Background: an optimization exercise with open tools, aiming at small area. Do not read the settings as production practice.
Only simulation tests tie the RTL to the original design; equivalence was not proved.
Power is estimated from default activity; no workload was simulated.

<file path="flow/run.sh">
#!/bin/bash
# Standard ORFS layout with three changes:
#  - ABC maps for area (strash; dch -f; amap -m) instead of the stock scripts,
#    and full/half adders are not pre-extracted (ADDER_MAP_FILE empty);
#    flip-flop mapping and everything else in synthesis is unchanged.
#  - port buffers use sky130_fd_sc_hd__buf_1
#  - CTS options from flow/cts_args.txt when present
set -eo pipefail
HERE=$(pwd)
mkdir -p logs
rm -rf scripts
cp -r "$FLOW_HOME/scripts" scripts
cp flow/abc_area.script scripts/abc_area.script
EXTRA=()
if [[ -f flow/cts_args.txt ]]; then
  EXTRA+=("CTS_ARGS=$(cat flow/cts_args.txt)")
fi
bash standard.sh SCRIPTS_DIR="$HERE/scripts" ABC_AREA=1 ADDER_MAP_FILE= \
  BUFFER_PORTS_ARGS="-buffer_cell sky130_fd_sc_hd__buf_1" "${EXTRA[@]}" finish > logs/standard.log 2>&1
</file>
<file path="flow/abc_area.script">
strash
dch -f
amap -m
</file>
<file path="flow/cts_args.txt">
-sink_clustering_enable -repair_clock_nets -dont_use_dummy_load -buf_list sky130_fd_sc_hd__clkbuf_8
</file>
<file path="standard.sh">
#!/bin/bash
# synth_recipe.tcl (not shown) runs the flow's synth.tcl, then flattens the netlist and writes it again
# the make line also repeats each setting of config.mk as NAME=value (left out here)
make -C /OpenROAD-flow-scripts/flow DESIGN_CONFIG=/design/flow/config.mk WORK_HOME=/design/flow/orfs CLKGATE_MAP_FILE= SYNTH_SCRIPT=/design/flow/synth_recipe.tcl "${@:-finish}"
</file>
<file path="config.mk">
export PLATFORM = sky130hd
export DESIGN_NAME = robotIoController
export DESIGN_NICKNAME = robotIoController
export VERILOG_FILES = /design/flow/design.v
export SDC_FILE = /design/flow/constraint.sdc
export NUM_CORES = 4
export LEC_CHECK = 0
export CAP_MARGIN = 20
export CORE_MARGIN = 2
export CORE_UTILIZATION = 55
export SLEW_MARGIN = 20
</file>
<file path="constraint.sdc">
create_clock -name core_clock -period 10.0 [get_ports {OSC_FPGA}]
set_input_delay 2.0000 -clock core_clock [delete_from_list [all_inputs] [get_ports {OSC_FPGA}]]
set_output_delay 2.0000 -clock core_clock [all_outputs]
set_load 0.01 [all_outputs]
</file>
<file path="design.v">
package hostBusPkg;
	localparam int busAddrWidth = 4;
	localparam int busDataWidth = 32;
	localparam logic [busAddrWidth-1:0] addrControl           = 4'd0;
	localparam logic [busAddrWidth-1:0] addrSetpoints         = 4'd1;
	localparam logic [busAddrWidth-1:0] addrEncoderLeft       = 4'd2;
	localparam logic [busAddrWidth-1:0] addrEncoderRight      = 4'd3;
	localparam logic [busAddrWidth-1:0] addrTicksSinceCommand = 4'd4;
	localparam logic [busAddrWidth-1:0] addrIdentity          = 4'd5;
	localparam logic [busDataWidth-1:0] identityWord = 32'hBA5EBA11;
	typedef struct packed
	{
		logic [busDataWidth-4:0] reserved;
		logic alarm;
		logic cameraOverride;
		logic motorOverride;
	} controlViewT;
	typedef struct packed
	{
		logic [7:0] camTilt;
		logic [7:0] camPan;
		logic [7:0] leftMotor;
		logic [7:0] rightMotor;
	} setpointViewT;
	typedef union packed
	{
		controlViewT control;
		setpointViewT setpoint;
	} commandWordT;
endpackage
package motionPkg;
	localparam int percentWidth = 8;
	localparam logic [percentWidth-1:0] percentMax    = 8'd200;
	localparam logic [percentWidth-1:0] percentCenter = 8'd100;
	localparam int unsigned pulseLowLimitUs = 1000;
	localparam int unsigned pulseStepUs = 5;
	localparam int unsigned frameLengthUs = 22000;
	localparam int widthTicksWidth = 32;
	localparam int encoderCountWidth = 32;
	localparam logic [encoderCountWidth-1:0] encoderStartCount = 32'h80000000;
endpackage
`timescale 1ns/1ps
import hostBusPkg::*;
import motionPkg::*;
module commandRegisters
(
	input  logic OSC_FPGA,
	input  logic reset_i,
	input  logic PSEL_i,
	input  logic PENABLE_i,
	input  logic PWRITE_i,
	input  logic [hostBusPkg::busAddrWidth-1:0] PADDR_i,
	input  logic [hostBusPkg::busDataWidth-1:0] PWDATA_i,
	input  logic [motionPkg::encoderCountWidth-1:0] encoderLeftCount_i,
	input  logic [motionPkg::encoderCountWidth-1:0] encoderRightCount_i,
	output logic [hostBusPkg::busDataWidth-1:0] PRDATA_o,
	output logic motorOverride_o,
	output logic cameraOverride_o,
	output logic alarm_o,
	output logic [motionPkg::percentWidth-1:0] leftMotorPercent_o,
	output logic [motionPkg::percentWidth-1:0] rightMotorPercent_o,
	output logic [motionPkg::percentWidth-1:0] camPanPercent_o,
	output logic [motionPkg::percentWidth-1:0] camTiltPercent_o
);
	hostBusPkg::commandWordT writeWord;
	logic writeAccess;
	logic controlWrite;
	logic setpointWrite;
	logic ticksClear;
	logic [widthTicksWidth-1:0] ticksSinceCommand;
	logic [widthTicksWidth:0] ticksCarry;
	logic [widthTicksWidth-1:0] ticksNext;
	logic selControl, selSetpoint, selLeft, selRight, selTicks, selIdentity;
	assign writeWord = PWDATA_i;
	assign writeAccess = PSEL_i & PENABLE_i & PWRITE_i;
	assign controlWrite = writeAccess && (PADDR_i == addrControl);
	assign setpointWrite = writeAccess && (PADDR_i == addrSetpoints);
	always_ff @(posedge OSC_FPGA)
	begin
		if (reset_i)
		begin
			motorOverride_o <= 1'b0;
			cameraOverride_o <= 1'b0;
			alarm_o <= 1'b0;
		end
		else if (controlWrite)
		begin
			motorOverride_o <= writeWord.control.motorOverride;
			cameraOverride_o <= writeWord.control.cameraOverride;
			alarm_o <= writeWord.control.alarm;
		end
	end
	always_ff @(posedge OSC_FPGA)
	begin
		if (reset_i)
		begin
			leftMotorPercent_o <= percentCenter;
			rightMotorPercent_o <= percentCenter;
			camPanPercent_o <= percentCenter;
			camTiltPercent_o <= percentCenter;
		end
		else if (setpointWrite)
		begin
			leftMotorPercent_o <= writeWord.setpoint.leftMotor;
			rightMotorPercent_o <= writeWord.setpoint.rightMotor;
			camPanPercent_o <= writeWord.setpoint.camPan;
			camTiltPercent_o <= writeWord.setpoint.camTilt;
		end
	end
	assign ticksClear = reset_i | setpointWrite;
	assign ticksCarry[0] = 1'b1;
	genvar i;
	generate
		for (i = 0; i < widthTicksWidth; i++)
		begin : g_ticks
			assign ticksNext[i] = ticksSinceCommand[i] ^ ticksCarry[i];
			assign ticksCarry[i+1] = ticksCarry[i] & ticksSinceCommand[i];
		end
	endgenerate
	always_ff @(posedge OSC_FPGA)
	begin
		if (ticksClear)
			ticksSinceCommand <= '0;
		else
			ticksSinceCommand <= ticksNext;
	end
	assign selControl  = (PADDR_i == addrControl);
	assign selSetpoint = (PADDR_i == addrSetpoints);
	assign selLeft     = (PADDR_i == addrEncoderLeft);
	assign selRight    = (PADDR_i == addrEncoderRight);
	assign selTicks    = (PADDR_i == addrTicksSinceCommand);
	assign selIdentity = (PADDR_i == addrIdentity);
	assign PRDATA_o =
		({busDataWidth{selControl}} & {29'b0, alarm_o, cameraOverride_o, motorOverride_o}) |
		({busDataWidth{selSetpoint}} & {camTiltPercent_o, camPanPercent_o, leftMotorPercent_o, rightMotorPercent_o}) |
		({busDataWidth{selLeft}} & encoderLeftCount_i) |
		({busDataWidth{selRight}} & encoderRightCount_i) |
		({busDataWidth{selTicks}} & ticksSinceCommand) |
		({busDataWidth{selIdentity}} & identityWord);
endmodule
`timescale 1ns/1ps
import motionPkg::*;
module rcFrameTimer
(
	input  logic OSC_FPGA,
	input  logic reset_i,
	output logic [7:0] unitLow_o,
	output logic pulseEarly_o,
	output logic pulseWindow_o,
	output logic widthLoad_o
);
	localparam logic [7:0] tick248 = 8'hF6;
	localparam logic [7:0] tick249 = 8'hEC;
	localparam logic [12:0] firstUnit = 13'd56;
	localparam logic [12:0] lastUnit = 13'd4455;
	logic [7:0] tickInUnit;
	logic [12:0] unitCount;
	logic unitEnd;
	logic lastUnitOfFrame;
	logic [13:0] unitCarry;
	logic [12:0] unitNext;
	assign unitEnd = (tickInUnit == tick249);
	assign lastUnitOfFrame = (unitCount == lastUnit);
	assign unitCarry[0] = 1'b1;
	genvar i;
	generate
		for (i = 0; i < 13; i++)
		begin : g_unit
			assign unitNext[i] = unitCount[i] ^ unitCarry[i];
			assign unitCarry[i+1] = unitCarry[i] & unitCount[i];
		end
	endgenerate
	always_ff @(posedge OSC_FPGA)
	begin
		if (reset_i || unitEnd)
			tickInUnit <= '0;
		else
			tickInUnit <= {tickInUnit[6:0], ~(tickInUnit[7] ^ tickInUnit[5] ^ tickInUnit[4] ^ tickInUnit[3])};
	end
	always_ff @(posedge OSC_FPGA)
	begin
		if (reset_i)
			unitCount <= firstUnit;
		else if (unitEnd)
			unitCount <= lastUnitOfFrame ? firstUnit : unitNext;
	end
	assign unitLow_o = unitCount[7:0];
	assign pulseEarly_o = (unitCount[12:8] == 5'd0);
	assign pulseWindow_o = (unitCount[12:8] == 5'd1) && !(unitCount[7] && unitCount[6] && (unitCount[5] || unitCount[4] || unitCount[3]));
	assign widthLoad_o = lastUnitOfFrame && (tickInUnit == tick248);
endmodule
module rcServoChannel
(
	input  logic OSC_FPGA,
	input  logic reset_i,
	input  logic [motionPkg::percentWidth-1:0] percent_i,
	input  logic [7:0] unitLow_i,
	input  logic pulseEarly_i,
	input  logic pulseWindow_i,
	input  logic widthLoad_i,
	input  logic override_i,
	input  logic rcPassthrough_i,
	output logic ppm_o
);
	logic [percentWidth-1:0] activePercent;
	logic [percentWidth:0] below;
	logic pulseGen;
	always_ff @(posedge OSC_FPGA)
	begin
		if (reset_i)
			activePercent <= percentCenter;
		else if (widthLoad_i)
			activePercent <= percent_i;
	end
	assign below[0] = 1'b0;
	genvar i;
	generate
		for (i = 0; i < percentWidth; i++)
		begin : g_cmp
			assign below[i+1] = (~unitLow_i[i] & activePercent[i]) | (~unitLow_i[i] & below[i]) | (activePercent[i] & below[i]);
		end
	endgenerate
	assign pulseGen = pulseEarly_i | (pulseWindow_i & below[percentWidth]);
	assign ppm_o = override_i ? pulseGen : rcPassthrough_i;
endmodule
`timescale 1ns/1ps
import motionPkg::*;
module quadratureCounter
(
	input  logic OSC_FPGA,
	input  logic reset_i,
	input  logic encoderA_i,
	input  logic encoderB_i,
	output logic [motionPkg::encoderCountWidth-1:0] count_o
);
	logic [1:0] aSync;
	logic [1:0] bSync;
	logic prevA;
	logic prevB;
	logic jumpOdd;
	logic stepValid;
	logic stepForward;
	logic [encoderCountWidth:0] carry;
	logic [encoderCountWidth-1:0] countNext;
	assign prevB = count_o[1] ^ jumpOdd;
	assign prevA = prevB ^ count_o[0];
	assign stepValid = aSync[1] ^ bSync[1] ^ count_o[0];
	assign stepForward = prevB ^ aSync[1];
	assign carry[0] = stepValid;
	genvar i;
	generate
		for (i = 0; i < encoderCountWidth; i++)
		begin : g_bit
			assign countNext[i] = count_o[i] ^ carry[i];
			assign carry[i+1] = carry[i] & (count_o[i] ~^ stepForward);
		end
	endgenerate
	always_ff @(posedge OSC_FPGA)
	begin
		if (reset_i)
		begin
			aSync <= '0;
			bSync <= '0;
			jumpOdd <= 1'b0;
			count_o <= encoderStartCount;
		end
		else
		begin
			aSync <= {aSync[0], encoderA_i};
			bSync <= {bSync[0], encoderB_i};
			jumpOdd <= jumpOdd ^ (~stepValid & (bSync[1] ^ prevB));
			count_o <= countNext;
		end
	end
endmodule
`timescale 1ns/1ps
import motionPkg::*;
module robotIoController
#(
	parameter int unsigned ticksPerMicrosecond = 50
)
(
	input  logic OSC_FPGA,
	input  logic reset_i,
	input  logic PSEL_i,
	input  logic PENABLE_i,
	input  logic PWRITE_i,
	input  logic [hostBusPkg::busAddrWidth-1:0] PADDR_i,
	input  logic [hostBusPkg::busDataWidth-1:0] PWDATA_i,
	output logic [hostBusPkg::busDataWidth-1:0] PRDATA_o,
	input  logic rcLeftMotor_i,
	input  logic rcRightMotor_i,
	input  logic rcCamPan_i,
	input  logic rcCamTilt_i,
	input  logic encoderLeftA_i,
	input  logic encoderLeftB_i,
	input  logic encoderRightA_i,
	input  logic encoderRightB_i,
	output logic motorLeftPpm_o,
	output logic motorRightPpm_o,
	output logic camPanPpm_o,
	output logic camTiltPpm_o,
	output logic alarm_o
);
	logic motorOverride;
	logic cameraOverride;
	logic [percentWidth-1:0] leftMotorPercent;
	logic [percentWidth-1:0] rightMotorPercent;
	logic [percentWidth-1:0] camPanPercent;
	logic [percentWidth-1:0] camTiltPercent;
	logic [encoderCountWidth-1:0] encoderLeftCount;
	logic [encoderCountWidth-1:0] encoderRightCount;
	logic [7:0] unitLow;
	logic pulseEarly;
	logic pulseWindow;
	logic widthLoad;
	commandRegisters commandRegs
	(
		.OSC_FPGA(OSC_FPGA),
		.reset_i(reset_i),
		.PSEL_i(PSEL_i),
		.PENABLE_i(PENABLE_i),
		.PWRITE_i(PWRITE_i),
		.PADDR_i(PADDR_i),
		.PWDATA_i(PWDATA_i),
		.encoderLeftCount_i(encoderLeftCount),
		.encoderRightCount_i(encoderRightCount),
		.PRDATA_o(PRDATA_o),
		.motorOverride_o(motorOverride),
		.cameraOverride_o(cameraOverride),
		.alarm_o(alarm_o),
		.leftMotorPercent_o(leftMotorPercent),
		.rightMotorPercent_o(rightMotorPercent),
		.camPanPercent_o(camPanPercent),
		.camTiltPercent_o(camTiltPercent)
	);
	rcFrameTimer frameTimer
	(
		.OSC_FPGA(OSC_FPGA),
		.reset_i(reset_i),
		.unitLow_o(unitLow),
		.pulseEarly_o(pulseEarly),
		.pulseWindow_o(pulseWindow),
		.widthLoad_o(widthLoad)
	);
	rcServoChannel leftMotorChannel
	(
		.OSC_FPGA(OSC_FPGA),
		.reset_i(reset_i),
		.unitLow_i(unitLow),
		.pulseEarly_i(pulseEarly),
		.pulseWindow_i(pulseWindow),
		.widthLoad_i(widthLoad),
		.percent_i(leftMotorPercent),
		.override_i(motorOverride),
		.rcPassthrough_i(rcLeftMotor_i),
		.ppm_o(motorLeftPpm_o)
	);
	rcServoChannel rightMotorChannel
	(
		.OSC_FPGA(OSC_FPGA),
		.reset_i(reset_i),
		.unitLow_i(unitLow),
		.pulseEarly_i(pulseEarly),
		.pulseWindow_i(pulseWindow),
		.widthLoad_i(widthLoad),
		.percent_i(rightMotorPercent),
		.override_i(motorOverride),
		.rcPassthrough_i(rcRightMotor_i),
		.ppm_o(motorRightPpm_o)
	);
	rcServoChannel camPanChannel
	(
		.OSC_FPGA(OSC_FPGA),
		.reset_i(reset_i),
		.unitLow_i(unitLow),
		.pulseEarly_i(pulseEarly),
		.pulseWindow_i(pulseWindow),
		.widthLoad_i(widthLoad),
		.percent_i(camPanPercent),
		.override_i(cameraOverride),
		.rcPassthrough_i(rcCamPan_i),
		.ppm_o(camPanPpm_o)
	);
	rcServoChannel camTiltChannel
	(
		.OSC_FPGA(OSC_FPGA),
		.reset_i(reset_i),
		.unitLow_i(unitLow),
		.pulseEarly_i(pulseEarly),
		.pulseWindow_i(pulseWindow),
		.widthLoad_i(widthLoad),
		.percent_i(camTiltPercent),
		.override_i(cameraOverride),
		.rcPassthrough_i(rcCamTilt_i),
		.ppm_o(camTiltPpm_o)
	);
	quadratureCounter leftEncoder
	(
		.OSC_FPGA(OSC_FPGA),
		.reset_i(reset_i),
		.encoderA_i(encoderLeftA_i),
		.encoderB_i(encoderLeftB_i),
		.count_o(encoderLeftCount)
	);
	quadratureCounter rightEncoder
	(
		.OSC_FPGA(OSC_FPGA),
		.reset_i(reset_i),
		.encoderA_i(encoderRightA_i),
		.encoderB_i(encoderRightB_i),
		.count_o(encoderRightCount)
	);
endmodule
</file>
==> metrics.md, run 1 <==
| Metric | Value |
|---|---|
| CTS sink count | 194 |
| Tightest Hold Check Type | flop to flop |
| Most frequent cells in the layout | dfxtp_1, clkinv_1, nor2_1 |
| Initial DRC count | between 500 and 600 |
| Final-report hold violation count | 0 |
| Worst path bufs/invs | 16 |
| Commonest non-fill, non-tap cell in the layout | dfxtp_1 |
| Final Cycle Share | 0.892 |
| Max_cap viols | 0 |
| Seq pwr share | 0.610 |
| Synth cell types | 30 |
| Antenna Nets Post-Route | 0 |
| Via density | about 6.2 |
| First-pass DRT Iterations | 5 |
| Clock power frac | 0.297 |
| Setup crit end kind | flop |
| Cell Area, Synth | a little over 8000 um2 |
| Combinational share of power | 0.093 |
| NumNets Final | approximately 1100 |
| YS warnings | 4 |
| Aggregate global-route resource usage | 0.282 |
| Ant diodes | 0 |
| Syn_nets | 986 |
| IO Pins | 86 |
| Status | complete, no violations |
| Buffers on Ports | 85 |
| Largest net degree at the start of global routing | 69 |
| Die width | ~130 um |
| Gr ovfl total | 0 |
| Worst-skew pair later-pin latency | roughly 470 ps |
| LEAKAGE | ~2.9 nW |
| Seq cells post-synth | around 190 |
| Reg clk slew, reported paths | approximately 90 ps |
| H-tree levels | 4 |
| Kind of critical path | flop to flop |
| First-pass GRT wire length | 35900 um |
| Place WS | a little under 600 ps |
| Reg-to-reg slack, setup | ~1100 ps |
| Seq/Total Area, Yosys | 0.477 |
| Clock Tree Root | clkbuf_8 |
| Initial core utilization | 0.562 |
| Most frequent CP cell | o221ai_1 |
| Number of global-route vias before repair | slightly below 7000 |
| CTS tree | built |
| Die height | 126 um |
| Number of CTS-inserted buffers | 17 |
| Pwr Density | 141 nW/um2 |
| Area growth syn-to-layout | 12.9% |
| Final HPWL DP | roughly 14000 um |
| WL/cell | ~18 um |
| Global placer's final weighted congestion | slightly above 0.8 |
| Finished Core Util | 0.635 |
| Critical Path AT | 9250 ps |
| Worst-path fanout max | 9 |
| Worst Tran Pin Value | ~1000 ps |
| Avg Cell Area, Syn | between 8 and 9 um2 |
| CP Data Required Time | just over 10000 ps |
| Hold_buf cts | 0 |
| Die area | ~16000 um2 |
| Delay-heaviest family, CP | compound AO/OA/AOI/OAI gates |
| Setup bufs post-CTS | 0 |
| Cells after Synth | about 940 |
| Share of layout cells above drive strength 1 | 0.0522 |
| P_int | 0.963 mW |
| Slowest-stage cell, CP | dfxtp_1 |
| Total power | roughly 1.3 mW |
| Final worst path period need | about 8900 ps |
| Sw frac | 0.257 |
| Vias | about 7600 |
| Crit path largest cell delay | 390 ps |
| CTS max path bufs | 2 |
| Fmax | about 0.11 GHz |
| DRC errors left | 0 |
| Routed WL | roughly 22000 um |
| Core area | ~14000 um2 |
| Net switching power | ~0.33 mW |
| Slew Limit Fails | 0 |
| Final WS setup | approximately 1100 ps |
| Area after DPL | approximately 8900 um2 |
| Post-route cell area | 9190 um2 |
| Initial antenna violation count | 0 |
| Rows | 44 |
| Setup TNS | 0 ps |
| CP Launch Type | flop |
| Layout Skew | between 20 and 30 ps |
| Final setup viols | 0 |
| Worst slew margin | 0.299 |
| Max VDD drop | approximately 0.00012 V |
==> repair_timing <==
item                                   4_1_cts  5_1_grt
endpoints found under the hold margin        0        0
setup endpoints to repair                    0        6
resized for setup                            0       17
==> worst paths after layout <==
path,from,to,cells past startpoint
worst min-delay path,frameTimer.tickInUnit[1],frameTimer.tickInUnit[2],2
worst max register to register,rightEncoder.aSync[1],rightEncoder.count_o[31],53
worst min register to register,frameTimer.tickInUnit[1],frameTimer.tickInUnit[2],2
worst max-delay path,rightEncoder.aSync[1],rightEncoder.count_o[31],53
==> cell usage after synthesis (all sizes together) <==
| library cell | count | area [um2] |
|---|---|---|
| nand3 | 2 | 10.0 |
| nor3 | 13 | 65.1 |
| o31ai | 1 | 7.51 |
| a31oi | 4 | 25.0 |
| a222oi | 2 | 20.0 |
| or2 | 2 | 12.5 |
| a21o | 1 | 7.51 |
| a22o | 4 | 35.0 |
| nor2 | 118 | 443 |
| o221ai | 82 | 718 |
| clkinv | 147 | 552 |
| dfxtp | 194 | 3880 |
| nand2 | 65 | 244 |
| nand2b | 1 | 6.26 |
| a22oi | 59 | 443 |
| or4 | 3 | 22.5 |
| nand4 | 2 | 12.5 |
| and2 | 1 | 6.26 |
| a211oi | 37 | 278 |
| o32a | 3 | 30.0 |
| and3 | 2 | 12.5 |
| o221a | 2 | 22.5 |
| o21ai | 38 | 190 |
| a221oi | 68 | 596 |
| or3 | 4 | 25.0 |
| o22ai | 29 | 181 |
| nor4 | 2 | 12.5 |
| nor2b | 11 | 68.8 |
| o211a | 2 | 20.0 |
| a21oi | 38 | 190 |
==> cell families after synthesis <==
kind of cell           share of synthesized area
flip-flops                                 0.477
AND/OR/NAND/NOR                            0.116
buffers and inverters                     0.0678
AO/OA/AOI/OAI                              0.340
==> final cells by class <==
type / count / area, um2
Clock buffer: 17 / 234
Fill cell: 1306 / 5290
Inverter: 147 / 552
Multi-Input combinational cell: 596 / 3840
Sequential cell: 194 / 3880
Tap cell: 184 / 230
Timing Repair Buffer: 99 / 448
==> worst reg2reg max path, delay by kind of cell, from the launching register on <==
family | cells | cell delay, ps
AND/OR/NAND/NOR | 3 | 380
flip-flops | 1 | 390
AO/OA/AOI/OAI | 34 | 6480
buffers and inverters | 16 | 1560
==> sequential cells by signal (all words and copies together) (netlist names) <==
| register | flops |
|---|---|
| commandRegs.camTiltPercent_o | 8 |
| leftMotorChannel.activePercent | 8 |
| commandRegs.alarm_o | 1 |
| camPanChannel.activePercent | 8 |
| frameTimer.tickInUnit | 8 |
| camTiltChannel.activePercent | 8 |
| frameTimer.unitCount | 13 |
| rightEncoder.count_o | 32 |
| leftEncoder.jumpOdd | 1 |
| rightEncoder.bSync | 2 |
| commandRegs.rightMotorPercent_o | 8 |
| commandRegs.motorOverride_o | 1 |
| leftEncoder.count_o | 32 |
| commandRegs.camPanPercent_o | 8 |
| rightEncoder.aSync | 2 |
| leftEncoder.bSync | 2 |
| commandRegs.leftMotorPercent_o | 8 |
| rightEncoder.jumpOdd | 1 |
| commandRegs.cameraOverride_o | 1 |
| leftEncoder.aSync | 2 |
| rightMotorChannel.activePercent | 8 |
| commandRegs.ticksSinceCommand | 32 |
==> layer usage <==
| layer | global-route usage | vias to the layer above | part of all wire |
|---|---|---|---|
| met5 | 0 | - | 0 |
| met4 | 0.0732 | 0 | 0.012 |
| met3 | 0.0705 | 19 | 0.074 |
| met2 | 0.420 | 259 | 0.43 |
| met1 | 0.412 | 3503 | 0.48 |
| li1 | - | 3855 | - |
==> stage by stage <==
stage	hold slack [ps]	instances
final	441	1237
after global routing	461	1237
after CTS	444	1237
after detailed placement	431	1220
after global placement	420	1219
after floorplan	414	937
==> power groups by stage <==
stage / logic (mW) / registers, mW / clock network [mW]
2_1_floorplan: 0.0609 / 0.806 / 0
3_3_place_gp: 0.111 / 0.808 / 0
3_5_place_dp: 0.113 / 0.808 / 0
4_1_cts: 0.113 / 0.790 / 0.394
5_1_grt: 0.130 / 0.792 / 0.419
6_report: 0.121 / 0.791 / 0.385
==> run 2, diff against run 1 <==
--- a/config.mk
+++ b/config.mk
@@ -7,5 +7,5 @@
 export LEC_CHECK = 0
-export CAP_MARGIN = 20
+export CAP_MARGIN = 0
 export CORE_MARGIN = 2
-export CORE_UTILIZATION = 55
-export SLEW_MARGIN = 20
+export CORE_UTILIZATION = 70
+export SLEW_MARGIN = 0
==> run 2 against run 1 <==
  * Still clean
  * Critical path depth unchanged
  * Global-route usage up 6.2 points
  * Combinational power barely moved
  * Sequential share of layout area increased by 0.23 points
  * Flip-flop and latch count unchanged
  * Fmax is 0.94% lower
  * Final area fell by 0.54%
  * Clock skew is 0.87 ps lower
  * Clock-buffer cell count unchanged
  * Highest routed layer unchanged
==> metrics.md, run 2 <==
| Metric | Value |
|---|---|
| Most frequent cells after synthesis | dfxtp_1, clkinv_1, nor2_1, o221ai_1, a221oi_1 |
| IO Pins | 86 |
| Avg Cell Area, Syn | about 8.7 um2 |
| Die area | 12500 um2 |
| Max_cap viols | 0 |
| Core area | around 11000 um2 |
| CP Launch Type | flop |
| Seq/Total Area, Yosys | 0.477 |
| Yosys top cell area share | 0.477 |
| Via density | ~6.7 |
| Area after DPL | between 8000 and 9000 um2 |
| Final setup viols | 0 |
| CTS tree | built |
| Commonest non-fill, non-tap cell in the layout | dfxtp_1 |
| CTS max path bufs | 2 |
| Worst-path fanout max | 29 |
| Largest area contributor in the netlist | dfxtp_1 |
| H-tree levels | 4 |
| CTS sink count | 194 |
| Critical Path AT | approximately 9400 ps |
| Routed WL | between 20000 and 25000 um |
| Regs by FF count | commandRegs.ticksSinceCommand: 32 flops, leftEncoder.count_o: 32 flops, rightEncoder.count_o: 32 flops |
| EDFF count, synth | 0 |
| Antenna Nets Post-Route | 0 |
| Total power | 1.30 mW |
| Gr ovfl total | 0 |
| Slew Limit Fails | 0 |
| Tightest Hold Check Type | flop to flop |
| Worst-skew pair later-pin latency | between 400 and 500 ps |
| Initial DRC count | between 800 and 900 |
| Largest net degree at the start of global routing | between 50 and 60 |
| Aggregate global-route resource usage | 0.345 |
| Number of global-route vias before repair | around 7500 |
| WL/cell | approximately 18 um |
| Final worst path period need | about 9000 ps |
| Initial antenna violation count | 0 |
| Top cells by area, synth | dfxtp_1, o221ai_1, a221oi_1 |
| Most frequent cells in the layout | dfxtp_1, clkinv_1, nor2_1 |
| Most common flop cell mapped by yosys | dfxtp_1 |
| Setup crit end kind | flop |
| Cells after Synth | 937 |
| Final WS setup | roughly 990 ps |
| Most frequent CP cell | o221ai_1 |
| Clock Tree Root | clkbuf_8 |
| Async set-reset flop share out of synthesis | 0 |
| Crit path largest cell delay | ~380 ps |
| Place WS | approximately 310 ps |
| Layout Skew | ~26 ps |
| Finished Core Util | 0.804 |
| Fmax | roughly 0.11 GHz |
| Setup TNS | 0 ps |
| Syn_nets | roughly 990 |
| Final Cycle Share | 0.901 |
| Buffers on Ports | 85 |
| Rows | 39 |
| Non-filler cells, final | approximately 1200 |
| Fill cells | between 800 and 900 |
| Share of layout cells above drive strength 1 | 0.0559 |
| Cell Area, Synth | ~8100 um2 |
| DRC errors left | 0 |
| Max VDD drop | roughly 0.00016 V |
| Global placer's final weighted congestion | about 0.9 |
| Initial core utilization | 0.716 |
| Final-report hold violation count | 0 |
| Final HPWL DP | 13900 um |
| Vias | roughly 8000 |
| Synth cell types | 30 |
| Seq cells post-synth | between 150 and 200 |
| Placed insts | 1179 |
| Die height | approximately 110 um |
| NumNets Final | ~1100 |
| First-pass DRT Iterations | 6 |
| LEAKAGE | 2.89 nW |
| Status | complete, no violations |
| Reg clk slew, reported paths | about 80 ps |
| Pwr Density | about 140 nW/um2 |
| Area growth syn-to-layout | 12.3% |
| YS warnings | 4 |
| Most common cell in the netlist | dfxtp_1 |
| Kind of critical path | flop to flop |
| Post-route cell area | about 9100 um2 |
| Slowest-stage cell, CP | buf_4 |
| Ant diodes | 0 |
| Die width | approximately 110 um |
| Final hold slack | 438 ps |
| Worst slew margin | 0.248 |
| Worst Tran Pin Value | between 1000 and 1500 ps |
| CP Data Required Time | between 10000 and 15000 ps |
| Number of CTS-inserted buffers | 17 |
| First-pass GRT wire length | around 35000 um |
-- run 2: kinds of logic (layout without fill, tap and decap cells) --
| kind of cell | after synthesis | after routing | share of synthesized area |
|---|---|---|---|
| AOI/OAI and AO/OA | 370 | 370 | 0.340 |
| and+or+nand+nor | 226 | 226 | 0.116 |
| DFF | 194 | 194 | 0.477 |
| buffers and inverters | 147 | 265 | 0.0678 |
-- run 2: worst max-delay path, delay by kind of cell, from the launching register on --
kind	cells	cell delay, ps
flip-flops	1	340
AND/OR/NAND/NOR	2	280
buffers and inverters	18	2050
AO/OA/AOI/OAI	33	6200
-- run 2: worst paths after layout --
check                           depth (start not counted)  slack [ps]                  from                 endpoint
worst max-delay path                                   53         990  leftEncoder.aSync[1]  leftEncoder.count_o[31]
worst min-delay path                                    1         440  leftEncoder.bSync[0]     leftEncoder.bSync[1]
worst max register to register                         53         990  leftEncoder.aSync[1]  leftEncoder.count_o[31]
worst min register to register                          1         440  leftEncoder.bSync[0]     leftEncoder.bSync[1]
-- run 2: area by class of cell --
| cell class | instances | area [um2] | share of cell area |
|---|---|---|---|
| well taps | 143 | 179 | 0.0196 |
| clock buffers | 17 | 234 | 0.0256 |
| flip-flops and latches | 194 | 3880 | 0.425 |
| inverters | 147 | 552 | 0.0604 |
| repair buffers | 101 | 450 | 0.0493 |
| multi-input cells | 596 | 3840 | 0.420 |
-- run 2: power breakdown --
part	internal, mW	switching, mW	total (mW)	leakage (nW)
clock	0.150	0.237	0.387	0.122
sequential	0.782	0.00852	0.791	1.57
combinational	0.0307	0.0909	0.122	1.20
total	0.964	0.336	1.30	2.89
-- run 2: per-layer routing --
metal,wire [um],track usage
met1,9390,0.463
met2,10200,0.562
met3,1670,0.0746
met4,267,0.105
met5,0,0
-- run 2: timing repair --
item / CTS / global route
setup endpoints to repair: 0 / 6
gates resized for setup: 0 / 20
hold buffers: 0 / 0
setup buffers: 0 / 2
==> run 3, diff against run 2 <==
--- a/config.mk
+++ b/config.mk
@@ -10,2 +10,4 @@
 export CORE_UTILIZATION = 70
+export GPL_ROUTABILITY_DRIVEN = 0
+export GPL_TIMING_DRIVEN = 0
 export SLEW_MARGIN = 0
==> run 3 against run 2 <==
  * Total power grew 2.4%
  * Final area rose by 3.2%
  * First-iteration DRC count up 11%
  * Sequential power about the same
  * Combinational power is 25% higher
  * Via count increased by 1.5%
  * Sequential share of layout area shrank 1.3 points
  * Non-clock buffer count up 8
==> metrics.md, run 3 <==
| Metric | Value |
|---|---|
| Final HPWL DP | between 10000 and 15000 um |
| Worst Tran Pin Value | about 1400 ps |
| First-pass DRT Iterations | 11 |
| Number of CTS-inserted buffers | 17 |
| Slowest-stage cell, CP | dfxtp_2 |
| Antenna Nets Post-Route | 0 |
| Top cells by area, synth | dfxtp_1, o221ai_1, a221oi_1 |
| Commonest non-fill, non-tap cell in the layout | dfxtp_1 |
| Seq/Total Area, Yosys | 0.477 |
| Setup crit end kind | flop |
| Most frequent cells after synthesis | dfxtp_1, clkinv_1, nor2_1, o221ai_1, a221oi_1 |
| IO Pins | 86 |
| CTS sink count | slightly below 200 |
| Ant diodes | 0 |
| Seq cells post-synth | 194 |
| Most frequent cells in the layout | dfxtp_1, clkinv_1, nor2_1 |
| Crit path largest cell delay | roughly 400 ps |
| Routed WL | roughly 23000 um |
| CTS max path bufs | 2 |
| Final setup viols | 0 |
| Async set-reset flop share out of synthesis | 0 |
| Fmax | around 0.11 GHz |
| Reg-to-reg slack, setup | ~630 ps |
| Status | complete, no violations |
| Die area | between 10000 and 15000 um2 |
| Final hold slack | roughly 450 ps |
| Synth Area in XOR/XNOR | 0 |
| Synth cell types | 30 |
| Syn_nets | slightly below 1000 |
| Cell Area, Synth | ~8100 um2 |
| Share of layout cells above drive strength 1 | 0.0845 |
| NumNets Final | roughly 1100 |
| Buffers on Ports | 85 |
| Largest area contributor in the netlist | dfxtp_1 |
| Area growth syn-to-layout | 15.8% |
| Vias | 8169 |
| CTS tree | built |
| Kind of critical path | flop to flop |
| Max VDD drop | ~0.00014 V |
| Largest family of logic cells by synthesized area | compound AO/OA/AOI/OAI gates |
| Core area | about 11000 um2 |
| Rows | 39 |
| Max_cap viols | 0 |
| Die height | roughly 110 um |
| Initial core utilization | 0.716 |
| Die width | roughly 110 um |
| Area after DPL | 8810 um2 |
| R2R depth | 54 |
| RSZ-0062 raised after global routing | true |
| Post-route cell area | between 9000 and 10000 um2 |
| Setup TNS | 0 ps |
| Slew Limit Fails | 0 |
| Mux contribution to synthesized area | 0 |
| Final-report hold violation count | 0 |
| Initial antenna violation count | 0 |
| LEAKAGE | approximately 3.0 nW |
| Number of cells on the critical path | between 50 and 60 |
| Most common cell in the netlist | dfxtp_1 |
| Hold path cells | 2 |
| Cells after Synth | 937 |
| Final worst path period need | around 9400 ps |
| Total power | between 1 and 1.5 mW |
| Delay-heaviest family, CP | compound AO/OA/AOI/OAI gates |
| Reg clk slew, reported paths | 90 ps |
| Regs by FF count | commandRegs.ticksSinceCommand: 32 flops, leftEncoder.count_o: 32 flops, rightEncoder.count_o: 32 flops |
| Tightest Hold Check Type | flop to flop |
| YS warnings | 4 |
| CP Data Required Time | roughly 10000 ps |
| Initial DRC count | around 900 |
| Most frequent CP cell | o221ai_1 |
| Synth Area in Simple Gates | 0.116 |
| Synth Area in Adders | 0 |
| Worst-path fanout max | 30 |
| CP Launch Type | flop |
| Via density | approximately 6.8 |
| Hold_buf cts | 0 |
| Post-synthesis compound-gate area fraction | 0.340 |
| Worst slew margin | 0.0657 |
| Pwr Density | 141 nW/um2 |
| Critical Path AT | slightly below 10000 ps |
| Largest net degree at the start of global routing | 46 |
| Layout Skew | between 20 and 25 ps |
| Gr ovfl total | 0 |
| Worst-skew pair later-pin latency | approximately 460 ps |
| First-pass GRT wire length | 36300 um |
| Worst path bufs/invs | 18 |
| H-tree levels | 4 |
| Finished Core Util | 0.829 |
| Aggregate global-route resource usage | 0.359 |
| EDFF count, synth | 0 |
| WL/cell | approximately 19 um |
| DRC errors left | 0 |
| Final Cycle Share | 0.937 |
| Clock Tree Root | clkbuf_8 |
| Number of global-route vias before repair | approximately 7400 |
| Most common flop cell mapped by yosys | dfxtp_1 |
| Avg Cell Area, Syn | between 8 and 9 um2 |
| Yosys top cell area share | 0.477 |
==> run 3: path summary, 6_finish.rpt <==
path | from | to
worst min register to register | frameTimer.tickInUnit[0] | frameTimer.tickInUnit[1]
worst max-delay path | rightEncoder.jumpOdd | rightEncoder.count_o[31]
worst max register to register | rightEncoder.jumpOdd | rightEncoder.count_o[31]
worst min-delay path | frameTimer.tickInUnit[0] | frameTimer.tickInUnit[1]
==> run 3: report_power, final <==
| group | total (mW) | switching (mW) | internal [mW] |
|---|---|---|---|
| logic | 0.152 | 0.110 | 0.0415 |
| clock network | 0.385 | 0.234 | 0.151 |
| registers | 0.794 | 0.0119 | 0.783 |
| total | 1.33 | 0.356 | 0.975 |
==> run 3: per-stage QoR <==
step | setup slack, ps | cells
after floorplan | 611 | 937
after global placement | -1700 | 1165
after detailed placement | -1130 | 1173
after CTS | 73.7 | 1196
after global routing | -332 | 1208
final | 635 | 1208
==> run 3: layout make-up <==
cell class | instances | area (um2)
Multi-Input combinational cell | 598 | 3980
Sequential cell | 194 | 3890
Fill cell | 731 | 1940
Inverter | 147 | 578
Timing Repair Buffer | 109 | 573
Clock buffer | 17 | 234
Tap cell | 143 | 179
==> run 3: kinds of logic (layout without fill, tap and decap cells) <==
family / count (synthesis) / in the layout
flops: 194 / 194
simple gates: 226 / 226
compound gates: 370 / 372
buf+inv: 147 / 273
==> run 3: repair_timing <==
item | CTS | global route
endpoints found under the setup margin | 7 | 9
buffers inserted | 4 | 12
cloned | 2 | 0
pin swaps | 0 | 3
gates resized for setup | 15 | 34
==> run 3: worst min-delay path, delay by kind of cell, from the launching register on <==
family                 cells  cell delay [ps]
buffers and inverters      1               60
DFF                        1              310
and+or+nand+nor            1               40
==> run 3: routing by layer <==
layer,GRT usage,up-vias,routed length [um]
met4,0.145,0,675
met2,0.579,411,10800
met5,0,-,0
met1,0.480,3834,9480
li1,-,3865,-
met3,0.0631,59,1940
==> run 4, diff against run 3 <==
--- a/config.mk
+++ b/config.mk
@@ -9,5 +9,4 @@
 export CORE_MARGIN = 2
-export CORE_UTILIZATION = 70
-export GPL_ROUTABILITY_DRIVEN = 0
-export GPL_TIMING_DRIVEN = 0
+export CORE_UTILIZATION = 55
+export PLACE_DENSITY = 0.75
 export SLEW_MARGIN = 0
==> run 4 against run 3 <==
  * Clock power hardly changed
  * Register-to-register slack improved by 420 ps
  * Cell count increased by 2.5%
  * Flip-flop and latch count is the same
  * Fmax is 4.7% higher
  * Via count is 5.5% lower
  * Routed wire length is 8.5% lower
  * Critical path depth shrank 1
==> metrics.md, run 4 <==
| Metric | Value |
|---|---|
| Reg-to-reg slack, setup | approximately 1100 ps |
| Share of layout cells above drive strength 1 | 0.0531 |
| Final setup viols | 0 |
| Gr ovfl total | 0 |
| First-pass GRT wire length | ~35000 um |
| Delay-heaviest family, CP | compound AO/OA/AOI/OAI gates |
| Largest family of logic cells by synthesized area | compound AO/OA/AOI/OAI gates |
| Most frequent cells after synthesis | dfxtp_1, clkinv_1, nor2_1, o221ai_1, a221oi_1 |
| DRC errors left | 0 |
| Aggregate global-route resource usage | 0.267 |
| Synth Area in Simple Gates | 0.116 |
| Initial antenna violation count | 0 |
| CP Launch Type | flop |
| R2R depth | 53 |
| Number of CTS-inserted buffers | 17 |
| Die width | about 130 um |
| Die height | ~130 um |
| Total power | roughly 1.3 mW |
| YS warnings | 4 |
| Antenna Nets Post-Route | 0 |
| Reg clk slew, reported paths | roughly 80 ps |
| Crit. Startpoint | rightEncoder.aSync[1] |
| Commonest non-fill, non-tap cell in the layout | dfxtp_1 |
| Die area | between 15000 and 20000 um2 |
| LEAKAGE | 2.89 nW |
| Ant diodes | 0 |
| Place WS | ~260 ps |
| CP Data Required Time | between 10000 and 15000 ps |
| Post-CTS sizing | 0 |
| Setup TNS | 0 ps |
| Worst slew margin | 0.290 |
| Hold path cells | 1 |
| Max VDD drop | between 0.0001 and 0.00015 V |
| Synth Area in XOR/XNOR | 0 |
| Initial DRC count | between 700 and 800 |
| Setup crit end kind | flop |
| Critical Path AT | approximately 9300 ps |
| Pwr Density | ~140 nW/um2 |
| Regs by FF count | commandRegs.ticksSinceCommand: 32 flops, leftEncoder.count_o: 32 flops, rightEncoder.count_o: 32 flops |
| Number of global-route vias before repair | a little under 7000 |
| Largest net degree at the start of global routing | 77 |
| Final WS setup | about 1100 ps |
| RSZ-0062 raised after global routing | false |
| Synth Area in Adders | 0 |
| Kind of critical path | flop to flop |
| Mux contribution to synthesized area | 0 |
| Most common flop cell mapped by yosys | dfxtp_1 |
| H-tree levels | 4 |
| Seq cells post-synth | roughly 190 |
| Crit path largest cell delay | 420 ps |
| Core area | around 14000 um2 |
| CTS max path bufs | 2 |
| First-pass DRT Iterations | 6 |
| FF/Latch Area | around 3900 um2 |
| Via density | roughly 6.2 |
| Seq/Total Area, Yosys | 0.477 |
| Worst-path fanout max | 4 |
| Fmax | 0.112 GHz |
| Avg Cell Area, Syn | slightly below 9 um2 |
| Fill cells | 1306 |
| Top cells by area, synth | dfxtp_1, o221ai_1, a221oi_1 |
| IO Pins | 86 |
| Slew Limit Fails | 0 |
| Most common cell in the netlist | dfxtp_1 |
| Worst-skew pair later-pin latency | between 400 and 500 ps |
| Tightest Hold Check Type | flop to flop |
| Synth cell types | 30 |
| Slowest-stage cell, CP | dfxtp_1 |
| Multi-input logic area | about 3800 um2 |
| EDFF count, synth | 0 |
| Final HPWL DP | between 10000 and 15000 um |
| Syn_nets | ~1000 |
| Buffers on Ports | 85 |
| Initial core utilization | 0.562 |
| Area growth syn-to-layout | 12.7% |
| Global placer's final weighted congestion | roughly 0.86 |
| Post-synthesis compound-gate area fraction | 0.340 |
| Cells after Synth | 937 |
| WL/cell | roughly 17 um |
| Final worst path period need | between 8000 and 9000 ps |
| Final-report hold violation count | 0 |
| Most frequent cells in the layout | dfxtp_1, clkinv_1, nor2_1 |
| NumNets Final | around 1100 |
| CTS sink count | between 150 and 200 |
| Max_cap viols | 0 |
| CTS tree | built |
| Routed WL | ~21000 um |
| Worst path bufs/invs | 16 |
| Worst R2R End | rightEncoder.count_o[31] |
| Yosys top cell area share | 0.477 |
| Hold endpoint | rightEncoder.bSync[1] |
| Vias | slightly below 8000 |
| Hold_buf cts | 0 |
| Worst Tran Pin Value | between 1000 and 1500 ps |
| Async set-reset flop share out of synthesis | 0 |
| Cell Area, Synth | 8140 um2 |
| Rows | 44 |
| Setup bufs post-CTS | 0 |
| Final Cycle Share | 0.894 |
| Status | complete, no violations |
| Clock Tree Root | clkbuf_8 |
| Largest area contributor in the netlist | dfxtp_1 |
| Layout Skew | 23.4 ps |
| HP Start | rightEncoder.bSync[0] |
| Reg-to-Reg Start | rightEncoder.aSync[1] |
| Most frequent CP cell | o221ai_1 |
[run 4: cell counts after synthesis]
No cell type changed its count.
[run 4: area by class of cell]
| class | instances | area share |
|---|---|---|
| multi-input cells | 596 | 0.418 |
| flip-flops and latches | 194 | 0.423 |
| repair buffers | 100 | 0.0479 |
| well taps | 184 | 0.0251 |
| inverters | 147 | 0.0601 |
| clock buffers | 17 | 0.0255 |
[run 4: cell families after synthesis]
logic type,after synthesis
compound gates,370
buf+inv,147
flops,194
simple gates,226
[run 4: worst max-delay path by stage]
| stage | endpoint | cells after the start | slack, ps |
|---|---|---|---|
| floorplan | rightEncoder.count_o[31] | 53 | 610 |
| CTS | rightEncoder.count_o[31] | 52 | 200 |
| global route | rightEncoder.count_o[31] | 53 | 40 |
| detailed placement | rightEncoder.count_o[31] | 52 | 260 |
| finish | rightEncoder.count_o[31] | 53 | 1060 |
| global placement | rightEncoder.count_o[31] | 52 | 510 |
[run 4: per-layer routing]
| layer | wire [um] | up-vias | track usage |
|---|---|---|---|
| met4 | 238 | 0 | 0.0765 |
| met2 | 9520 | 245 | 0.417 |
| li1 | - | 3840 | - |
| met1 | 9830 | 3615 | 0.381 |
| met5 | 0 | - | 0 |
| met3 | 1380 | 17 | 0.0489 |
[run 4: through the flow]
| step | instances | hold slack, ps | cell area [um2] | utilization |
|---|---|---|---|---|
| 4_1_cts | 1238 | 447 | 9070 | 0.627 |
| 2_1_floorplan | 937 | 414 | 8150 | - |
| 3_5_place_dp | 1221 | 430 | 8840 | 0.611 |
| 5_1_grt | 1238 | 465 | 9180 | 0.634 |
| 3_3_place_gp | 1221 | 420 | 8840 | 0.611 |
| 6_report | 1238 | 443 | 9180 | 0.634 |
[run 4: where the power goes]
part	total, mW	internal (mW)	switching [mW]	leakage (nW)
Clock	0.386	0.151	0.235	0.122
Combinational	0.121	0.0314	0.0900	1.20
Sequential	0.791	0.782	0.00827	1.57
Total	1.30	0.964	0.333	2.89
==> run 5, diff against run 4 <==
--- a/config.mk
+++ b/config.mk
@@ -10,3 +10,2 @@
 export CORE_UTILIZATION = 55
-export PLACE_DENSITY = 0.75
 export SLEW_MARGIN = 0
==> run 5 against run 4 <==
  * Combinational power is essentially flat
  * Synthesized area is the same
  * Via count shrank 0.49%
  * Sequential share of layout area grew 0.11 points
  * Flip-flop and latch count is the same
  * Non-clock buffer count shrank 2
  * Final area shrank 0.26%
  * Sequential power is essentially flat
  * Synthesized cell count is the same
  * Clock power is essentially flat
  * Register-to-register slack is essentially flat
  * Clock skew grew 6.7 ps
  * Critical endpoint is now leftEncoder.count_o[31]
  * Largest cell class unchanged
==> metrics.md, run 5 <==
| Metric | Value |
|---|---|
| DRC errors left | 0 |
| Status | complete, no violations |
| Cell Area, Synth | 8140 um2 |
| Initial DRC count | approximately 600 |
| Max VDD drop | between 0.0001 and 0.00015 V |
| Largest area contributor in the netlist | dfxtp_1 |
| Syn_nets | between 900 and 1000 |
| Regs by FF count | commandRegs.ticksSinceCommand: 32 flops, leftEncoder.count_o: 32 flops, rightEncoder.count_o: 32 flops |
| Most frequent cells in the layout | dfxtp_1, clkinv_1, nor2_1 |
| Seq/Total Area, Yosys | 0.477 |
| H-tree levels | 4 |
| Rows | 44 |
| Most frequent CP cell | o221ai_1 |
| CP Launch Type | flop |
| Async set-reset flop share out of synthesis | 0 |
| NumNets Final | 1103 |
| CTS tree | built |
| Initial core utilization | 0.562 |
| CTS sink count | between 150 and 200 |
| Max_cap viols | 0 |
| CTS max path bufs | 2 |
| Fmax | 0.112 GHz |
| Final hold slack | roughly 450 ps |
| Worst-path fanout max | 4 |
| Delay-heaviest family, CP | compound AO/OA/AOI/OAI gates |
| Most common cell in the netlist | dfxtp_1 |
| First-pass GRT wire length | ~36000 um |
| Area growth syn-to-layout | 12.4% |
| Gr ovfl total | 0 |
| CP Data Required Time | 10350 ps |
| Number of global-route vias before repair | around 6800 |
| LEAKAGE | roughly 2.9 nW |
| Avg Cell Area, Syn | 8.69 um2 |
| EDFF count, synth | 0 |
| Finished Core Util | 0.632 |
| Share of layout cells above drive strength 1 | 0.0494 |
| Worst path bufs/invs | 16 |
| Slew Limit Fails | 0 |
| Final HPWL DP | between 10000 and 15000 um |
| Reg clk slew, reported paths | around 90 ps |
| First-pass DRT Iterations | 8 |
| Worst-skew pair later-pin latency | approximately 470 ps |
| Routed WL | about 22000 um |
| Initial antenna violation count | 0 |
| Worst slew margin | 0.211 |
| Final worst path period need | 8950 ps |
| Vias | ~7700 |
| IO Pins | between 80 and 90 |
| Final-report hold violation count | 0 |
| Antenna Nets Post-Route | 0 |
| Critical Path AT | ~9300 ps |
| Via density | 6.21 |
| Final Cycle Share | 0.895 |
| Hold_buf cts | 0 |
| Seq cells post-synth | ~190 |
| Die height | roughly 130 um |
| WL/cell | ~18 um |
| Core area | approximately 14000 um2 |
| Total power | between 1 and 1.5 mW |
| Clock Tree Root | clkbuf_8 |
| Die area | 15800 um2 |
| Pwr Density | around 140 nW/um2 |
| FF/Latch Area | approximately 3900 um2 |
| Slowest-stage cell, CP | dfxtp_1 |
| Multi-input logic area | about 3800 um2 |
| Most frequent cells after synthesis | dfxtp_1, clkinv_1, nor2_1, o221ai_1, a221oi_1 |
| Kind of critical path | flop to flop |
| Ant diodes | 0 |
| Tightest Hold Check Type | flop to flop |
| Worst Tran Pin Value | around 1200 ps |
| Cells after Synth | about 940 |
| Largest net degree at the start of global routing | roughly 70 |
| Setup crit end kind | flop |
| Global placer's final weighted congestion | about 0.82 |
| YS warnings | 4 |
| Yosys top cell area share | 0.477 |
| Fill cells | around 1300 |
| Layout Skew | a little over 30 ps |
| Number of CTS-inserted buffers | 17 |
| Synth cell types | 30 |
| Crit path largest cell delay | approximately 370 ps |
| Buffers on Ports | 85 |
| Aggregate global-route resource usage | 0.282 |
| Final setup viols | 0 |
| Die width | 126 um |
| Top cells by area, synth | dfxtp_1, o221ai_1, a221oi_1 |
| Commonest non-fill, non-tap cell in the layout | dfxtp_1 |
| Setup TNS | 0 ps |
| Most common flop cell mapped by yosys | dfxtp_1 |
run 5: cell types whose count changed in the layout (fill, tap and decap cells not counted), sizes merged:
| cell | delta |
|---|---|
| buf | -2 |
run 5: final timing paths:
check | start | end | slack [ps] | cells past startpoint
worst max-delay path | leftEncoder.aSync[1] | leftEncoder.count_o[31] | 1050 | 53
worst min-delay path | frameTimer.tickInUnit[0] | frameTimer.tickInUnit[1] | 450 | 2
worst max register to register | leftEncoder.aSync[1] | leftEncoder.count_o[31] | 1050 | 53
worst min register to register | frameTimer.tickInUnit[0] | frameTimer.tickInUnit[1] | 450 | 2
run 5: worst register-to-register path: cells and delay by family (launching register included):
| kind | cells | cell delay, ps |
|---|---|---|
| flops | 1 | 370 |
| compound gates | 34 | 6590 |
| buf+inv | 16 | 1600 |
| simple gates | 3 | 310 |
run 5: kinds of logic after synthesis:
logic type             share of synthesized area
flip-flops                                 0.477
AND/OR/NAND/NOR                            0.116
buffers and inverters                     0.0678
AO/OA/AOI/OAI                              0.340
run 5: repair_timing:
item                                    CTS  global route
buffers inserted                          0             0
gates resized for setup                   0            15
endpoints found under the setup margin    0             6
run 5: final cells by class:
cell class / count / share of cell area
Sequential cell: 194 / 0.424
Inverter: 147 / 0.0603
Timing Repair Buffer: 98 / 0.0459
Tap cell: 184 / 0.0252
Clock buffer: 17 / 0.0256
Multi-Input combinational cell: 596 / 0.419
run 5: metrics by stage:
stage	setup WS, ps	std cells	cell area (um2)
3_3_place_gp	813	1219	8820
2_1_floorplan	611	937	8150
4_1_cts	523	1236	9060
6_report	1050	1236	9150
5_1_grt	-68.2	1236	9150
3_5_place_dp	550	1219	8820
run 5: routing by layer:
layer | vias to the layer above | GRT usage | wire length, um
met5 | - | 0 | 0
met4 | 0 | 0.0712 | 317
met3 | 28 | 0.0582 | 1430
met2 | 256 | 0.416 | 9640
met1 | 3560 | 0.422 | 10900
li1 | 3835 | - | -
run 5: where the power goes:
group	switching [mW]	internal, mW	leakage [nW]	total (mW)
Sequential	0.00830	0.782	1.57	0.791
Clock	0.238	0.151	0.122	0.389
Combinational	0.0908	0.0300	1.18	0.121
Total	0.338	0.963	2.87	1.30
==> run 6, diff against run 5 <==
==> flow/cts_args.txt (replaced) <==
-sink_clustering_enable -repair_clock_nets -dont_use_dummy_load -buf_list sky130_fd_sc_hd__clkbuf_8 -sink_clustering_size 24 -sink_clustering_max_diameter 60 -sink_clustering_levels 1
==> run 6 against run 5 <==
  * Total power unchanged
  * Die area unchanged
  * Clock-buffer cell count unchanged
  * First-iteration DRC count unchanged
  * Combinational power about the same
  * Fmax unchanged
  * Utilization unchanged
  * Critical path type unchanged
  * Final area unchanged
  * Synthesized cell count unchanged
  * Sequential power about the same
  * Routed wire length unchanged
==> metrics.md, run 6 <==
| Metric | Value |
|---|---|
| Fmax | between 0.1 and 0.15 GHz |
| CTS max path bufs | 2 |
| Net switching power | ~0.34 mW |
| Aggregate global-route resource usage | 0.282 |
| CP Data Required Time | between 10000 and 15000 ps |
| Yosys top cell area share | 0.477 |
| YS warnings | 4 |
| Largest area contributor in the netlist | dfxtp_1 |
| Place WS | about 550 ps |
| Final HPWL DP | 14300 um |
| Slowest-stage cell, CP | dfxtp_1 |
| Pwr Density | about 140 nW/um2 |
| Area growth syn-to-layout | 12.4% |
| Antenna Nets Post-Route | 0 |
| Reg clk slew, reported paths | about 90 ps |
| Status | complete, no violations |
| Seq cells post-synth | around 190 |
| Sw frac | 0.260 |
| NumNets Final | between 1000 and 1500 |
| Slew Limit Fails | 0 |
| Worst-skew pair later-pin latency | around 470 ps |
| Critical Path AT | slightly above 9000 ps |
| Number of cells on the critical path | 53 |
| Placed insts | around 1200 |
| DRC errors left | 0 |
| Regs by FF count | commandRegs.ticksSinceCommand: 32 flops, leftEncoder.count_o: 32 flops, rightEncoder.count_o: 32 flops |
| Most frequent cells after synthesis | dfxtp_1, clkinv_1, nor2_1, o221ai_1, a221oi_1 |
| Initial core utilization | 0.562 |
| Global placer's final weighted congestion | just over 0.8 |
| Non-filler cells, final | 1236 |
| Gr ovfl total | 0 |
| Delay-heaviest family, CP | compound AO/OA/AOI/OAI gates |
| Seq/Total Area, Yosys | 0.477 |
| First-pass DRT Iterations | 8 |
| Final-report hold violation count | 0 |
| Most common flop cell mapped by yosys | dfxtp_1 |
| WL/cell | 18.1 um |
| Worst slew margin | 0.211 |
| Syn_nets | around 990 |
| Initial DRC count | ~590 |
| Number of global-route vias before repair | 6807 |
| Largest net degree at the start of global routing | 69 |
| LEAKAGE | between 2 and 3 nW |
| Total power | between 1 and 1.5 mW |
| CP Launch Type | flop |
| Hold path cells | 2 |
| IO Pins | 86 |
| R2R depth | 53 |
| Avg Cell Area, Syn | 8.69 um2 |
| Routed WL | approximately 22000 um |
| Clock Tree Root | clkbuf_8 |
| Final hold slack | between 400 and 500 ps |
| Seq pwr share | 0.608 |
| Tightest Hold Check Type | flop to flop |
| Rows | 44 |
| Final setup viols | 0 |
| Setup bufs post-CTS | 0 |
| EDFF count, synth | 0 |
| Cell Area, Synth | around 8000 um2 |
| Worst Tran Pin Value | approximately 1200 ps |
| Reg-to-reg slack, setup | between 1000 and 1500 ps |
| Die width | 126 um |
| Initial antenna violation count | 0 |
| First-pass GRT wire length | between 30000 and 40000 um |
| Share of layout cells above drive strength 1 | 0.0494 |
| Final worst path period need | just under 9000 ps |
| Via density | 6.21 |
| Crit path largest cell delay | between 300 and 400 ps |
| Commonest non-fill, non-tap cell in the layout | dfxtp_1 |
| Synth cell types | 30 |
| Async set-reset flop share out of synthesis | 0 |
| Combinational share of power | 0.093 |
| CTS sink count | about 190 |
| Kind of critical path | flop to flop |
| Die height | ~130 um |
| Max VDD drop | 0.000110 V |
| Ant diodes | 0 |
| Post-route cell area | 9150 um2 |
| P_int | roughly 0.96 mW |
| H-tree levels | 4 |
| Die area | roughly 16000 um2 |
| Most frequent cells in the layout | dfxtp_1, clkinv_1, nor2_1 |
| Final WS setup | around 1000 ps |
| Cells after Synth | about 940 |
| Core area | 14500 um2 |
| CTS tree | built |
| Worst path bufs/invs | 16 |
| Most common cell in the netlist | dfxtp_1 |
| Vias | between 7000 and 8000 |
| Clock power frac | 0.299 |
| Top cells by area, synth | dfxtp_1, o221ai_1, a221oi_1 |
| Setup crit end kind | flop |
| Buffers on Ports | 85 |
| Max_cap viols | 0 |
| Worst-path fanout max | 4 |
| Layout Skew | between 30 and 40 ps |
| Finished Core Util | 0.632 |
| Most frequent CP cell | o221ai_1 |
| Number of CTS-inserted buffers | 17 |
| Setup TNS | 0 ps |
| Area after DPL | 8820 um2 |
| Final Cycle Share | 0.895 |
-- run 6: worst register-to-register path: cells and delay by family, from the launching register on --
kind / cells / cell delay (ps)
buffers and inverters: 16 / 1600
AND/OR/NAND/NOR: 3 / 310
AO/OA/AOI/OAI: 34 / 6590
flip-flops: 1 / 370
-- run 6: metal layers --
| metal | up-vias | global-route usage | part of all wire |
|---|---|---|---|
| met1 | 3560 | 0.422 | 0.49 |
| met4 | 0 | 0.0712 | 0.014 |
| met3 | 28 | 0.0582 | 0.064 |
| met5 | - | 0 | 0 |
| li1 | 3835 | - | - |
| met2 | 256 | 0.416 | 0.43 |
-- run 6: kinds of logic after synthesis --
family	synth area share
AO/OA/AOI/OAI	0.340
buffers and inverters	0.0678
flip-flops	0.477
AND/OR/NAND/NOR	0.116
-- run 6: timing repair --
item / CTS / global route
setup endpoints to repair: 0 / 6
hold buffers: 0 / 0
gates resized for setup: 0 / 15
-- run 6: worst paths after layout --
kind                             from                  endpoint
max              leftEncoder.aSync[1]   leftEncoder.count_o[31]
min reg2reg  frameTimer.tickInUnit[0]  frameTimer.tickInUnit[1]
max reg2reg      leftEncoder.aSync[1]   leftEncoder.count_o[31]
min          frameTimer.tickInUnit[0]  frameTimer.tickInUnit[1]
-- run 6: power by group through the flow --
stage / combinational, mW / clock, mW / sequential [mW]
3_5_place_dp: 0.113 / 0 / 0.808
3_3_place_gp: 0.111 / 0 / 0.808
5_1_grt: 0.130 / 0.424 / 0.792
4_1_cts: 0.113 / 0.398 / 0.790
6_report: 0.121 / 0.389 / 0.791
2_1_floorplan: 0.0609 / 0 / 0.806
-- run 6: final cells by class --
type,count,area (um2)
fillers,1296,5330
flip-flops and latches,194,3880
multi-input cells,596,3830
inverters,147,552
repair buffers,98,420
clock buffers,17,234
well taps,184,230

[separate check: timing with driven ports]
The results above use ideal ports. As a check the final layouts listed here were re-extracted and re-timed, cells and wires unchanged.
Step 1: set_driving_cell puts a clkbuf_16 on OSC_FPGA and a buf_2 on each other input, an assumption about the parent block.
Step 2, shift: input delay + t, output delay - t, t = (earliest + latest rising clock arrival at the registers) / 2. This alone moves slack from input paths to output paths.
Slacks: ideal / step 1 / step 2; pairs: ideal / step 1.
| run | shift t [ns] | setup WS [ns] | worst hold slack (ns) | latest minus earliest clock arrival (ns) | worst slew at a driven data input, ns |
|---|---|---|---|---|---|
| run 1 | 0.492 | 1.077 / 1.077 / 1.077 | 0.441 / 0.441 / 0.441 | 0.027 / 0.027 | 0.03 |
| run 2 | 0.500 | 0.992 / 0.992 / 0.992 | 0.438 / 0.438 / 0.438 | 0.026 / 0.027 | 0.04 |
| run 3 | 0.491 | 0.635 / 0.635 / 0.635 | 0.448 / 0.448 / 0.448 | 0.022 / 0.022 | 0.04 |
| run 4 | 0.495 | 1.057 / 1.057 / 1.057 | 0.443 / 0.443 / 0.443 | 0.025 / 0.025 | 0.03 |
| run 5 | 0.491 | 1.046 / 1.046 / 1.046 | 0.445 / 0.445 / 0.445 | 0.030 / 0.031 | 0.04 |
| run 6 | 0.491 | 1.046 / 1.046 / 1.046 | 0.445 / 0.445 / 0.445 | 0.030 / 0.031 | 0.04 |
After both steps setup and hold are still met in every run listed.
